What follows belongs to an exercise in optimizing a design on an open flow for small area, a short achievable clock period and few clock cycles per item; a production flow would make more cautious choices.
No activity file was given, so power comes from the tool's default toggle rates.

## run A
Design guide_offtarget_hamming_scan_unit, start of the top module:
module guide_offtarget_hamming_scan_unit
#(
    parameter int HIT_MM_MAX  = 4,
    parameter int COUNT_WIDTH = 16
) (
    input  logic                 i_clk,
    input  logic                 i_rst_n,
    input  logic                 push,
    output logic                 full,
    input  logic [WORD_W-1:0]    i_entry_word,
    input  logic                 i_last_entry,
    output logic                 empty,
    input  logic                 pop,
    output logic                 o_kind,
    output logic [ID_W-1:0]      o_entry_id,
    output logic [MM_W-1:0]      o_mismatches,
    output logic [ID_W-1:0]      o_bin_count,
    output logic                 o_list_complete,
    output logic                 o_last,
    input  logic                 i_cfg_valid,
    output logic                 o_cfg_ready,
    input  logic [CFG_IDX_W-1:0] i_cfg_index,
    input  logic [WORD_W-1:0]    i_cfg_data
);
==> flow/config.mk <==
export PLATFORM = sky130hd
export DESIGN_NAME = guide_offtarget_hamming_scan_unit
export DESIGN_NICKNAME = guide_offtarget_hamming_scan_unit
export VERILOG_FILES = /design/flow/design.v
export SDC_FILE = /design/flow/constraint.sdc
export NUM_CORES = 4
export LEC_CHECK = 0
export ABC_AREA = 1
export CAP_MARGIN = 20
export CORE_MARGIN = 2
export CORE_UTILIZATION = 55
export SETUP_SLACK_MARGIN = 3.5
export SLEW_MARGIN = 20
==> flow/constraint.sdc <==
create_clock -name core_clock -period 6.0 [get_ports {i_clk}]
set_input_delay 1.2000 -clock core_clock [delete_from_list [all_inputs] [get_ports {i_clk}]]
set_output_delay 1.2000 -clock core_clock [all_outputs]
set_load 0.01 [all_outputs]
run.sh (not shown) runs the stock make flow with config.mk's settings and CLKGATE_MAP_FILE= SYNTH_SCRIPT=/design/flow/synth_recipe.tcl, a recipe that flattens the netlist after the stock synthesis.
Run A finished every stage and its layout cleared the timing, DRC and antenna checks.
Here is what was changed in the inputs of run B compared with run A.
--- a/flow/config.mk
+++ b/flow/config.mk
@@ -6,8 +6,7 @@
 export NUM_CORES = 4
 export LEC_CHECK = 0
-export ABC_AREA = 1
 export CAP_MARGIN = 20
 export CORE_MARGIN = 2
-export CORE_UTILIZATION = 55
+export CORE_UTILIZATION = 30
 export SETUP_SLACK_MARGIN = 3.5
 export SLEW_MARGIN = 20
### Flow results
- In summary, run B completed successfully, with a layout that passed the timing, DRC and antenna checks.
- Taking run A as the reference point, the global-route wire length before repair of run B falls by 1100 um.
- Compared with run A, run B shows critical path required time higher by 150 ps.
- The higher number of gates on the worst path with buffers counted came out of run A.
- Internal power component delta (run B − run A): favourable
Here is what was changed in the inputs of run C compared with run B.
--- a/flow/config.mk
+++ b/flow/config.mk
@@ -6,7 +6,8 @@
 export NUM_CORES = 4
 export LEC_CHECK = 0
+export ABC_AREA = 1
 export CAP_MARGIN = 20
 export CORE_MARGIN = 2
-export CORE_UTILIZATION = 30
-export SETUP_SLACK_MARGIN = 3.5
+export CORE_UTILIZATION = 55
+export SETUP_SLACK_MARGIN = 3.8
 export SLEW_MARGIN = 20
Notes after the runs:
Per the comparison of run C with run B, highest net fanout along the worst path up 1, net switching share of the total power up 4.6 points.
As far as number of flip-flops and latches goes, run C and run B are indistinguishable; the numbers are identical.
Of run C and run B, the run reporting the lower average footprint of a synthesized cell was run C.
[run C vs run B] count of cell instances traversed by the critical path: higher in run C
From run B to run C the numbers moved as follows: number of buffers created by CTS saw a decrease, final setup slack of the worst path saw an increase.
Re utilization of the core after routing: run C is 34 points up on run B.
Compared with run B, run C shows a higher global-route total usage across every layer.
Relative to run B, post-placement cell area has increased by 0.53% in run C.
What run D does differently from run C at the input level:
--- a/flow/config.mk
+++ b/flow/config.mk
@@ -9,5 +9,5 @@
 export CAP_MARGIN = 20
 export CORE_MARGIN = 2
-export CORE_UTILIZATION = 55
-export SETUP_SLACK_MARGIN = 3.8
+export CORE_UTILIZATION = 30
+export SETUP_SLACK_MARGIN = 3.5
 export SLEW_MARGIN = 20
Results
Run D: all stages complete, timing, DRC and antenna checks passed. On run D: shortest period the worst path allows is 12 ps higher than what run C gave. Internal cell power shrinks by a few percent when moving from run C to run D. Going from run C to run D, final cell count grows by 306. Compared with run C, via count normalized by instance count in run D decreased by more than 10%. The via count of the first global-routing pass of run D falls short of that of run C by about 8%. Between run D and run C, it is run D whose post-CTS resize count is lower, by 228. Looking at x dimension of the die, run D sits 35% above run C. Run D vs. run C: total routing resource utilization after global routing fell 16 points; final hold slack rose 59 ps.
No run of this note included a check of the RTL's function; only the layout flow was run.

* * *

Setup of 01-03:
Another version of the RTL of guide_offtarget_hamming_scan_unit (not shown whole).
For scale: about 2500 cells after synthesis, about 390 flip-flops, roughly 210 I/O pins, ~20000 µm² of cells after synthesis.
export LEC_CHECK = 0
export ABC_AREA = 1
export CAP_MARGIN = 20
export CORE_MARGIN = 2
export CORE_UTILIZATION = 45
export SETUP_SLACK_MARGIN = 3.75
export SLEW_MARGIN = 20
create_clock -name core_clock -period 6.0 [get_ports {i_clk}]
standard.sh (not shown) runs the stock make flow with config.mk's settings and CLKGATE_MAP_FILE= SYNTH_SCRIPT=/design/flow/synth_recipe.tcl, a recipe that flattens the netlist after the stock synthesis.
==> flow/flow/run.sh <==
#!/bin/bash
# The standard layout (standard.sh, unchanged synthesis and steps); the only
# difference is that the port buffers are built from buf_1 cells instead of the
# resizer's default pick, clkdlybuf4s50_1. Every port still gets its buffer and
# repair_timing still resizes them where timing needs it.
set -uo pipefail
bash standard.sh BUFFER_PORTS_ARGS="-buffer_cell sky130_fd_sc_hd__buf_1" finish > standard.log 2>&1
rc=$?
# per-step tool logs of the run, kept with the grade
cp -r orfs/logs/sky130hd/guide_offtarget_hamming_scan_unit/base tool_logs 2>/dev/null
exit $rc
01-03 finished end to end and its layout was clean on timing, DRC and antenna.
#### Input delta (02-07 over 01-03)
Settings: swapping 45 for 30 in CORE_UTILIZATION.
- The flow did not stop early for 02-07: all stages ran, and the layout cleared the timing, DRC and antenna checks.
- Higher delay of the slowest cell on the worst path among 01-03 and 02-07: 01-03
- 02-07 vs 01-03 — clock tree buffer count of the final layout dropped 2.
- 02-07 against 01-03: minimum setup slack in the final design shows an increase of 0.14 ns; post-layout minimum cycle time shows a reduction of 0.14 ns; pin count of the biggest net entering global routing shows a reduction of 8; multi-input combinational cell count shows no meaningful change.
Function was not checked in any run of this note: the RTL went through the layout flow alone.

static timing again, ports no longer ideal:
The results above use ideal ports. As a check the final layouts listed here were re-extracted and re-timed, cells and wires unchanged.
Step 1 (the two cells are an assumption about what drives the block):
set clk [get_ports {i_clk}]
set_driving_cell -lib_cell sky130_fd_sc_hd__clkbuf_16 $clk
set_driving_cell -lib_cell sky130_fd_sc_hd__buf_2 [delete_from_list [all_inputs] $clk]
Step 2 times the ports against the registers' clock, not the clock port: input delays grow and output delays shrink by t, the midpoint of the rising clock arrivals with the driver on.
Three values: ideal, step 1, step 2; two values: the first two.
run | t (ns) | slack for setup (ns) | latest minus earliest clock arrival (ns)
run A | 0.620 | 3.345 / 3.363 / 2.743 | 0.024 / 0.024
run B | 0.643 | 2.974 / 2.997 / 2.354 | 0.022 / 0.023
run C | 0.626 | 3.397 / 3.421 / 2.795 | 0.024 / 0.024
run D | 0.629 | 3.385 / 3.415 / 2.786 | 0.032 / 0.033
01-03 | 0.621 | 3.332 / 3.341 / 2.720 | 0.022 / 0.021
02-07 | 0.635 | 3.472 / 3.465 / 2.831 | 0.033 / 0.033
After both steps setup and hold are still met in every run listed. For 02-07, which loses most, drivers alone change the setup slack by -0.007 ns; drivers and shift together by -0.641 ns.
